This design comes from an exercise in tuning for small area, a short achievable clock period and few clock cycles on the open sky130 flow, not from production work. In this exercise RTL edits were held to simulation tests only and were not proved equivalent to the original. Power and IR drop assume default switching activity.

==> run a <==
==> flow/design.v <==
package pipelinePkg;
    localparam logic [5:0] OP_RTYPE   = 6'd0;
    localparam logic [5:0] OP_J       = 6'd2;
    localparam logic [5:0] OP_BEQ     = 6'd4;
    localparam logic [5:0] OP_BNE     = 6'd5;
    localparam logic [5:0] OP_ADDI    = 6'd8;
    localparam logic [5:0] OP_LW      = 6'd35;
    localparam logic [5:0] OP_SW      = 6'd43;
    localparam logic [5:0] FN_SYSCALL = 6'd12;
    localparam logic [5:0] FN_ADD     = 6'd32;
    localparam logic [5:0] FN_SUB     = 6'd34;
    localparam logic [5:0] FN_AND     = 6'd36;
    localparam logic [5:0] FN_OR      = 6'd37;
    localparam logic [5:0] FN_SLT     = 6'd42;
endpackage
module controlDecoder (
    input  logic [31:0] instr,
    output logic        regWrite,    
    output logic [4:0]  dest,
    output logic        immOp,       
    output logic        selAdd,      
    output logic        selSub,
    output logic        selAnd,
    output logic        selOr,
    output logic        selSlt,
    output logic        isLoad,
    output logic        isStore,
    output logic        isBeq,
    output logic        isBne,
    output logic        isSys
);
    logic [5:0] op, fn;
    logic       isR, isAddi, rAlu;
    assign op = instr[31:26];
    assign fn = instr[5:0];
    assign isR    = (op == 6'd0);
    assign isAddi = (op == 6'd8);
    assign isLoad = (op == 6'd35);
    assign isStore = (op == 6'd43);
    assign isBeq  = (op == 6'd4);
    assign isBne  = (op == 6'd5);
    assign isSys  = isR && (fn == 6'd12);
    assign selAdd = (isR && fn == 6'd32) || isAddi;
    assign selSub = isR && (fn == 6'd34);
    assign selAnd = isR && (fn == 6'd36);
    assign selOr  = isR && (fn == 6'd37);
    assign selSlt = isR && (fn == 6'd42);
    assign immOp  = isAddi;
    assign rAlu   = selAdd || selSub || selAnd || selOr || selSlt;
    assign dest   = isR ? instr[15:11] : instr[20:16];
    assign regWrite = (rAlu || isLoad) && (dest != 5'd0);
endmodule
module regFile (
    input  logic        clk,
    input  logic        clear,
    input  logic [4:0]  rdNumA,
    input  logic [4:0]  rdNumB,
    input  logic [4:0]  wrNum,
    input  logic        wrEn,
    input  logic [31:0] wrData,
    output logic [31:0] rdDataA,
    output logic [31:0] rdDataB,
    output logic [31:0] v0,
    output logic [31:0] a0
);
    logic [31:0] regs [1:31];
    logic [31:0] wd;
    assign wd = clear ? 32'd0 : wrData;
    always_ff @(posedge clk) begin
        for (int i = 1; i < 32; i++) begin
            if (clear || (wrEn && wrNum == 5'(i))) regs[i] <= wd;
        end
    end
    always_comb begin
        rdDataA = '0;
        rdDataB = '0;
        for (int i = 1; i < 32; i++) begin
            rdDataA = rdDataA | ({32{rdNumA == 5'(i)}} & regs[i]);
            rdDataB = rdDataB | ({32{rdNumB == 5'(i)}} & regs[i]);
        end
    end
    assign v0 = regs[5'd2];
    assign a0 = regs[5'd4];
endmodule
module hazardUnit (
    input  logic       exValid,
    input  logic       exRegWrite,
    input  logic [4:0] exDest,
    input  logic [4:0] idRs,
    input  logic [4:0] idRt,
    input  logic       idMem,
    output logic       fwdA,
    output logic       fwdB,
    output logic       addrStall
);
    logic hitA, hitB;
    assign hitA = exValid && exRegWrite && (exDest == idRs);
    assign hitB = exValid && exRegWrite && (exDest == idRt);
    assign fwdA      = hitA;
    assign fwdB      = hitB;
    assign addrStall = hitA && idMem;
endmodule
module prefixAdder #(
    parameter int W = 32
) (
    input  logic [W-1:0] a,
    input  logic [W-1:0] b,
    input  logic         cin,
    output logic [W-1:0] s
);
    localparam int L = 5;            
    logic [W-1:0] p;
    logic [W-1:0] gl [L+1];
    logic [W-1:0] pl [L+1];
    assign p     = a ^ b;
    assign gl[0] = (a & b) | {{(W-1){1'b0}}, p[0] & cin};
    assign pl[0] = p;
    for (genvar l = 0; l < L; l++) begin : g_lvl
        for (genvar i = 0; i < W; i++) begin : g_bit
            if ((i >> l) & 1) begin : g_op
                localparam int J = ((i >> l) << l) - 1;
                assign gl[l+1][i] = gl[l][i] | (pl[l][i] & gl[l][J]);
                assign pl[l+1][i] = pl[l][i] & pl[l][J];
            end else begin : g_pass
                assign gl[l+1][i] = gl[l][i];
                assign pl[l+1][i] = pl[l][i];
            end
        end
    end
    assign s = p ^ {gl[L][W-2:0], cin};
endmodule
module executeStage (
    input  logic [31:0] regA,        
    input  logic [31:0] regB,        
    input  logic [31:0] fwd,         
    input  logic        fwdA,
    input  logic        fwdB,
    input  logic        sub,         
    input  logic [4:0]  selArith,    
    input  logic        selAnd,
    input  logic        selOr,
    input  logic        selSlt,
    input  logic        selLoad,
    input  logic [31:0] loadData,
    output logic [31:0] opA,
    output logic [31:0] opB,
    output logic [31:0] result,
    output logic        equal
);
    logic [31:0] s00, s10, s01, arith;
    logic        lt00, lt10, lt01, lt;
    assign opA = fwdA ? fwd : regA;
    assign opB = fwdB ? fwd : regB;
    prefixAdder #(.W(32)) u_add00 (.a(regA), .b(regB), .cin(sub),  .s(s00));
    prefixAdder #(.W(32)) u_add10 (.a(fwd),  .b(regB), .cin(sub),  .s(s10));
    prefixAdder #(.W(32)) u_add01 (.a(regA), .b(fwd),  .cin(1'b0), .s(s01));
    assign lt00 = (regA[31] == regB[31]) ? regA[31] : s00[31];
    assign lt10 = (fwd[31]  == regB[31]) ? fwd[31]  : s10[31];
    assign lt01 = (regA[31] == fwd[31])  ? !regA[31] : !s01[31];
    assign lt   = (fwdA && fwdB) ? 1'b0 : fwdA ? lt10 : fwdB ? lt01 : lt00;
    assign arith = ({32{selArith[0]}} & s00)
                 | ({32{selArith[1]}} & s10)
                 | ({32{selArith[2]}} & s01)
                 | ({32{selArith[3]}} & ~s01)
                 | ({32{selArith[4]}} & {fwd[30:0], 1'b0});
    assign result = arith
                  | ({32{selAnd}}  & (opA & opB))
                  | ({32{selOr}}   & (opA | opB))
                  | {31'd0, selSlt & lt}
                  | ({32{selLoad}} & loadData);
    assign equal = (fwdA && fwdB) ? 1'b1
                 : fwdA ? (fwd == regB)
                 : fwdB ? (regA == fwd)
                 : (regA == regB);
endmodule
module sumDecode (
    input  logic [6:0]  a,
    input  logic [6:0]  b,
    output logic [31:0] hit
);
    logic [6:0] p, g, t;
    logic       c2;
    logic [1:0] e2;
    logic [3:0] e [3:6];     
    assign p  = a ^ b;
    assign g  = a & b;
    assign t  = a | b;
    assign c2 = g[1] | (p[1] & g[0]);
    assign e2[0] = !(p[2] ^ c2);
    assign e2[1] =  (p[2] ^ c2);
    for (genvar i = 3; i <= 6; i++) begin : g_bit
        assign e[i][0] = !(p[i] ^ t[i-1]);
        assign e[i][2] =  (p[i] ^ t[i-1]);
        assign e[i][1] = !(p[i] ^ g[i-1]);
        assign e[i][3] =  (p[i] ^ g[i-1]);
    end
    for (genvar k = 0; k < 32; k++) begin : g_word
        assign hit[k] = e2[k & 1]
                      & e[3][(k >> 0) & 3]
                      & e[4][(k >> 1) & 3]
                      & e[5][(k >> 2) & 3]
                      & e[6][(k >> 3) & 3];
    end
endmodule
module dataMemory (
    input  logic        clk,
    input  logic        clear,
    input  logic [31:0] sel,
    input  logic        wrEn,
    input  logic [31:0] wrData,
    output logic [31:0] rdData
);
    logic [31:0] mem [32];
    logic [31:0] wd;
    assign wd = clear ? 32'd0 : wrData;
    always_ff @(posedge clk) begin
        for (int i = 0; i < 32; i++) begin
            if (clear || (wrEn && sel[i])) mem[i] <= wd;
        end
    end
    always_comb begin
        rdData = '0;
        for (int i = 0; i < 32; i++) begin
            rdData = rdData | ({32{sel[i]}} & mem[i]);
        end
    end
endmodule
module pipelineCore (
    input  logic                        clk,
    input  logic                        rst,
    output logic [8-1:0] imemAddr,
    input  logic [32-1:0]      imemData,
    input  logic                        go,
    output logic                        wbValid,
    output logic [5-1:0]  wbReg,
    output logic [32-1:0]      wbData,
    output logic [32-1:0]      dispValue,
    output logic                        halted
);
    logic [7:0]  pc;
    logic        fdValid;
    logic [31:0] fdInstr;
    logic [4:0]  fdRtRd;         
    logic [7:0]  fdAlt;          
    logic        fdPredT;
    logic        deValid;
    logic        deRegWrite, deSelAnd, deSelOr, deSelSlt, deSub;
    logic        deLoad, deStore, deBeq, deBne, deSys;
    logic [4:0]  deSelArith;
    logic [4:0]  deDest;
    logic [31:0] deA, deB;       
    logic [15:0] deImm;
    logic [7:0]  deAlt;
    logic        dePredT;
    logic        deFwdA, deFwdB;
    logic        wbV;
    logic [4:0]  wbR;
    logic [31:0] wbD;
    logic        haltQ;
    logic [31:0] dispQ;
    logic        clearQ;         
    logic [5:0]  fOp;
    logic        fJ, fBeq, fBne, fSame, fNoRt, fPredT;
    logic [7:0]  pcInc, fTgt;
    assign imemAddr = pc;
    assign fOp   = imemData[31:26];
    assign fJ    = (fOp == 6'd2);
    assign fBeq  = (fOp == 6'd4);
    assign fBne  = (fOp == 6'd5);
    assign fSame = (imemData[25:21] == imemData[20:16]);
    assign fNoRt = (fOp == 6'd8) || (fOp == 6'd35);    
    assign fPredT = (fBne && !fSame) || (fBeq && (imemData[15] || fSame));
    assign pcInc = pc + 8'd1;
    assign fTgt  = pcInc + imemData[7:0];
    logic        dRegWrite, dImmOp, dSelAdd, dSelSub, dSelAnd, dSelOr, dSelSlt;
    logic        dLoad, dStore, dBeq, dBne, dSys, dSub;
    logic [4:0]  dDest, dRs, dRt;
    logic [31:0] rfA, rfB, dA, dB, v0Reg, a0Reg;
    logic        dFwdA, dFwdB, addrStall;
    logic [4:0]  dSelArith;
    assign dRs = fdInstr[25:21];
    assign dRt = fdRtRd;
    controlDecoder u_decoder (
        .instr(fdInstr), .regWrite(dRegWrite), .dest(dDest), .immOp(dImmOp),
        .selAdd(dSelAdd), .selSub(dSelSub), .selAnd(dSelAnd), .selOr(dSelOr),
        .selSlt(dSelSlt), .isLoad(dLoad), .isStore(dStore), .isBeq(dBeq),
        .isBne(dBne), .isSys(dSys)
    );
    regFile u_regFile (
        .clk(clk), .clear(clearQ), .rdNumA(dRs), .rdNumB(dRt),
        .wrNum(wbR), .wrEn(wbV), .wrData(wbD),
        .rdDataA(rfA), .rdDataB(rfB), .v0(v0Reg), .a0(a0Reg)
    );
    assign dA = ((wbV && wbR == dRs) ? wbD : rfA) ^ {32{dSub && dFwdB && !dFwdA}};
    assign dB = (((wbV && wbR == dRt) ? wbD : rfB) ^ {32{dSub}})
              | (dImmOp ? {{16{fdInstr[15]}}, fdInstr[15:0]} : 32'd0);
    hazardUnit u_hazard (
        .exValid(deValid), .exRegWrite(deRegWrite), .exDest(deDest),
        .idRs(dRs), .idRt(dRt), .idMem(dLoad || dStore),
        .fwdA(dFwdA), .fwdB(dFwdB), .addrStall(addrStall)
    );
    assign dSub = dSelSub || dSelSlt;
    assign dSelArith = {
        dSelAdd && dFwdA && dFwdB,
        dSelSub && !dFwdA && dFwdB,
        dSelAdd && !dFwdA && dFwdB,
        (dSelAdd || dSelSub) && dFwdA && !dFwdB,
        (dSelAdd || dSelSub) && !dFwdA && !dFwdB
    };
    logic [31:0] opA, opB, exResult, loadData, v0, a0;
    logic [31:0] memSel;
    logic        equal, isDisplay, taken, mispredict, haltNow, freeze, hold;
    executeStage u_execute (
        .regA(deA), .regB(deB), .fwd(wbD), .fwdA(deFwdA), .fwdB(deFwdB),
        .sub(deSub), .selArith(deSelArith), .selAnd(deSelAnd), .selOr(deSelOr),
        .selSlt(deSelSlt), .selLoad(deLoad), .loadData(loadData),
        .opA(opA), .opB(opB), .result(exResult), .equal(equal)
    );
    sumDecode u_addr (.a(deA[6:0]), .b(deImm[6:0]), .hit(memSel));
    dataMemory u_dmem (
        .clk(clk), .clear(clearQ), .sel(memSel),
        .wrEn(deValid && deStore), .wrData(opB), .rdData(loadData)
    );
    assign v0 = (wbV && wbR == 5'd2) ? wbD : v0Reg;
    assign a0 = (wbV && wbR == 5'd4) ? wbD : a0Reg;
    assign isDisplay = (v0 == 32'd34);
    assign taken      = deBeq ? equal : !equal;
    assign mispredict = deValid && (deBeq || deBne) && (taken != dePredT);
    assign haltNow    = deValid && deSys && !isDisplay;
    assign freeze     = haltNow || (haltQ && !go);
    assign hold       = freeze || (fdValid && addrStall);
    always_ff @(posedge clk) begin
        clearQ <= rst;
        if (rst) begin
            pc      <= '0;
            fdValid <= 1'b0;
            deValid <= 1'b0;
            wbV     <= 1'b0;
            haltQ   <= 1'b0;
            dispQ   <= '0;
        end else begin
            if (mispredict) begin
                pc <= deAlt;
            end else if (!hold) begin
                pc <= fJ ? imemData[7:0] : fPredT ? fTgt : pcInc;
            end
            if (mispredict) begin
                fdValid <= 1'b0;
            end else if (!hold) begin
                fdValid <= !fJ;                  
            end
            deValid <= fdValid && !mispredict && !hold;
            wbV     <= deValid && deRegWrite;
            haltQ   <= freeze;
            if (deValid && deSys && isDisplay) begin
                dispQ <= a0;
            end
        end
    end
    always_ff @(posedge clk) begin
        if (!hold) begin
            fdInstr <= imemData;
            fdRtRd  <= fNoRt ? 5'd0 : imemData[20:16];
            fdAlt   <= fPredT ? pcInc : fTgt;
            fdPredT <= fPredT;
        end
    end
    always_ff @(posedge clk) begin
        deRegWrite <= dRegWrite;
        deSub      <= dSub;
        deSelArith <= dSelArith;
        deSelAnd   <= dSelAnd;
        deSelOr    <= dSelOr;
        deSelSlt   <= dSelSlt;
        deLoad     <= dLoad;
        deStore    <= dStore;
        deBeq      <= dBeq;
        deBne      <= dBne;
        deSys      <= dSys;
        deDest     <= dDest;
        deA        <= dA;
        deB        <= dB;
        deImm      <= fdInstr[15:0];
        deAlt      <= fdAlt;
        dePredT    <= fdPredT;
        deFwdA     <= dFwdA;
        deFwdB     <= dFwdB;
        wbR        <= deDest;
        wbD        <= exResult;
    end
    assign wbValid   = wbV;
    assign wbReg     = wbR;
    assign wbData    = wbD;
    assign dispValue = dispQ;
    assign halted    = haltQ;
endmodule
==> flow/flow/run.sh <==
#!/bin/bash
# The standard layout, with the port buffers made of buf_4 cells instead of
# the cell ORFS picks by default (a delay buffer), so that ports see a normal buffer.
set -euo pipefail
export BUFFER_PORTS_ARGS="-buffer_cell sky130_fd_sc_hd__buf_4"
bash standard.sh > standard.log 2>&1
==> flow/standard.sh <==
#!/bin/bash
# synth_recipe.tcl (not shown) runs the flow's synth.tcl, then flattens the netlist and writes it again
# the make line also repeats each setting of config.mk as NAME=value (left out here)
make -C /OpenROAD-flow-scripts/flow DESIGN_CONFIG=/design/flow/config.mk WORK_HOME=/design/flow/orfs CLKGATE_MAP_FILE= SYNTH_SCRIPT=/design/flow/synth_recipe.tcl "${@:-finish}"
==> flow/config.mk <==
export PLATFORM = sky130hd
export DESIGN_NAME = pipelineCore
export DESIGN_NICKNAME = pipelineCore
export VERILOG_FILES = /design/flow/design.v
export SDC_FILE = /design/flow/constraint.sdc
export NUM_CORES = 4
export LEC_CHECK = 0
export CAP_MARGIN = 20
export CORE_MARGIN = 2
export CORE_UTILIZATION = 60
export SETUP_SLACK_MARGIN = 4.7
export SLEW_MARGIN = 20
export TNS_END_PERCENT = 5
==> flow/constraint.sdc <==
create_clock -name core_clock -period 8.0 [get_ports {clk}]
set_input_delay 1.6000 -clock core_clock [delete_from_list [all_inputs] [get_ports {clk}]]
set_output_delay 1.6000 -clock core_clock [all_outputs]
set_load 0.01 [all_outputs]
==> run b: changes against run a <==
--- a/flow/design.v
+++ b/flow/design.v
@@ -54,6 +54,6 @@
     input  logic        clk,
     input  logic        clear,
-    input  logic [4:0]  rdNumA,
-    input  logic [4:0]  rdNumB,
+    input  logic [31:1] rdSelA,      
+    input  logic [31:1] rdSelB,
     input  logic [4:0]  wrNum,
     input  logic        wrEn,
@@ -76,6 +76,6 @@
         rdDataB = '0;
         for (int i = 1; i < 32; i++) begin
-            rdDataA = rdDataA | ({32{rdNumA == 5'(i)}} & regs[i]);
-            rdDataB = rdDataB | ({32{rdNumB == 5'(i)}} & regs[i]);
+            rdDataA = rdDataA | ({32{rdSelA[i]}} & regs[i]);
+            rdDataB = rdDataB | ({32{rdSelB[i]}} & regs[i]);
         end
     end
@@ -242,4 +242,5 @@
     logic [31:0] fdInstr;
     logic [4:0]  fdRtRd;         
+    logic [31:1] fdSelA, fdSelB;     
     logic [7:0]  fdAlt;          
     logic        fdPredT;
@@ -288,5 +289,5 @@
     );
     regFile u_regFile (
-        .clk(clk), .clear(clearQ), .rdNumA(dRs), .rdNumB(dRt),
+        .clk(clk), .clear(clearQ), .rdSelA(fdSelA), .rdSelB(fdSelB),
         .wrNum(wbR), .wrEn(wbV), .wrData(wbD),
         .rdDataA(rfA), .rdDataB(rfB), .v0(v0Reg), .a0(a0Reg)
@@ -362,4 +363,8 @@
             fdInstr <= imemData;
             fdRtRd  <= fNoRt ? 5'd0 : imemData[20:16];
+            for (int i = 1; i < 32; i++) begin
+                fdSelA[i] <= (imemData[25:21] == 5'(i));
+                fdSelB[i] <= (imemData[20:16] == 5'(i)) && !fNoRt;
+            end
             fdAlt   <= fPredT ? pcInc : fTgt;
             fdPredT <= fPredT;
CORE_UTILIZATION = 50   (was 60)
==> summary.txt <==
- Clk. pwr: 0.0106 W
- Run status: no timing/DRC/antenna violations
- Share of the synthesized area in the top cell type: 0.653
- Static Leak: 40.3 nW
- Maximum clock rate: 0.268 GHz
- Share of cell area taken by muxes after synthesis: 0.0175
The numbers above come from run a.

==> summary.txt <==
- Maximum clock rate: 0.273 GHz
- Clock tree buffer depth: 3
- Share of cell area taken by muxes after synthesis: 0.0145
- ANT cells: 10
- Static Leak: 40.3 nW
- Share of cell area taken by multi-input logic gates: 0.263
- Clk. pwr: 0.0111 W
- Share of the synthesized area in the top cell type: 0.660
- Run status: no timing/DRC/antenna violations
The numbers above come from run b.

Testbench counts of run a, summed over its fixed seeds: cycles 35,091.
Testbench counts of run b, summed over its fixed seeds: cycles 35,091.

==> separate check: timing with driven ports <==
No port has a modelled driver above. Below, the same layouts with a new extraction and two added sets of constraints. Step 1 assumes that a clkbuf_16 drives the clock port and a buf_2 every other input. Step 2 moves the port delays by t, midway between the first and last clock arrival at a register: inputs arrive t later, outputs are due t later. That takes back most of the time a late clock gives input paths. Three values: ideal ports, drivers, drivers and shift; two values: the first two.
run	t (ns)	setup slack, ns	worst setup path after step 2	worst slew at a driven data input, ns
run a	0.971	4.271 / 4.271 / 3.763	input to register	0.10
run b	1.008	4.333 / 4.314 / 4.095	input to register	0.04
After both steps every run listed still meets setup and hold. The setup slack of run a, which loses most, moves by 0.000 ns with the drivers and by -0.508 ns with both steps.
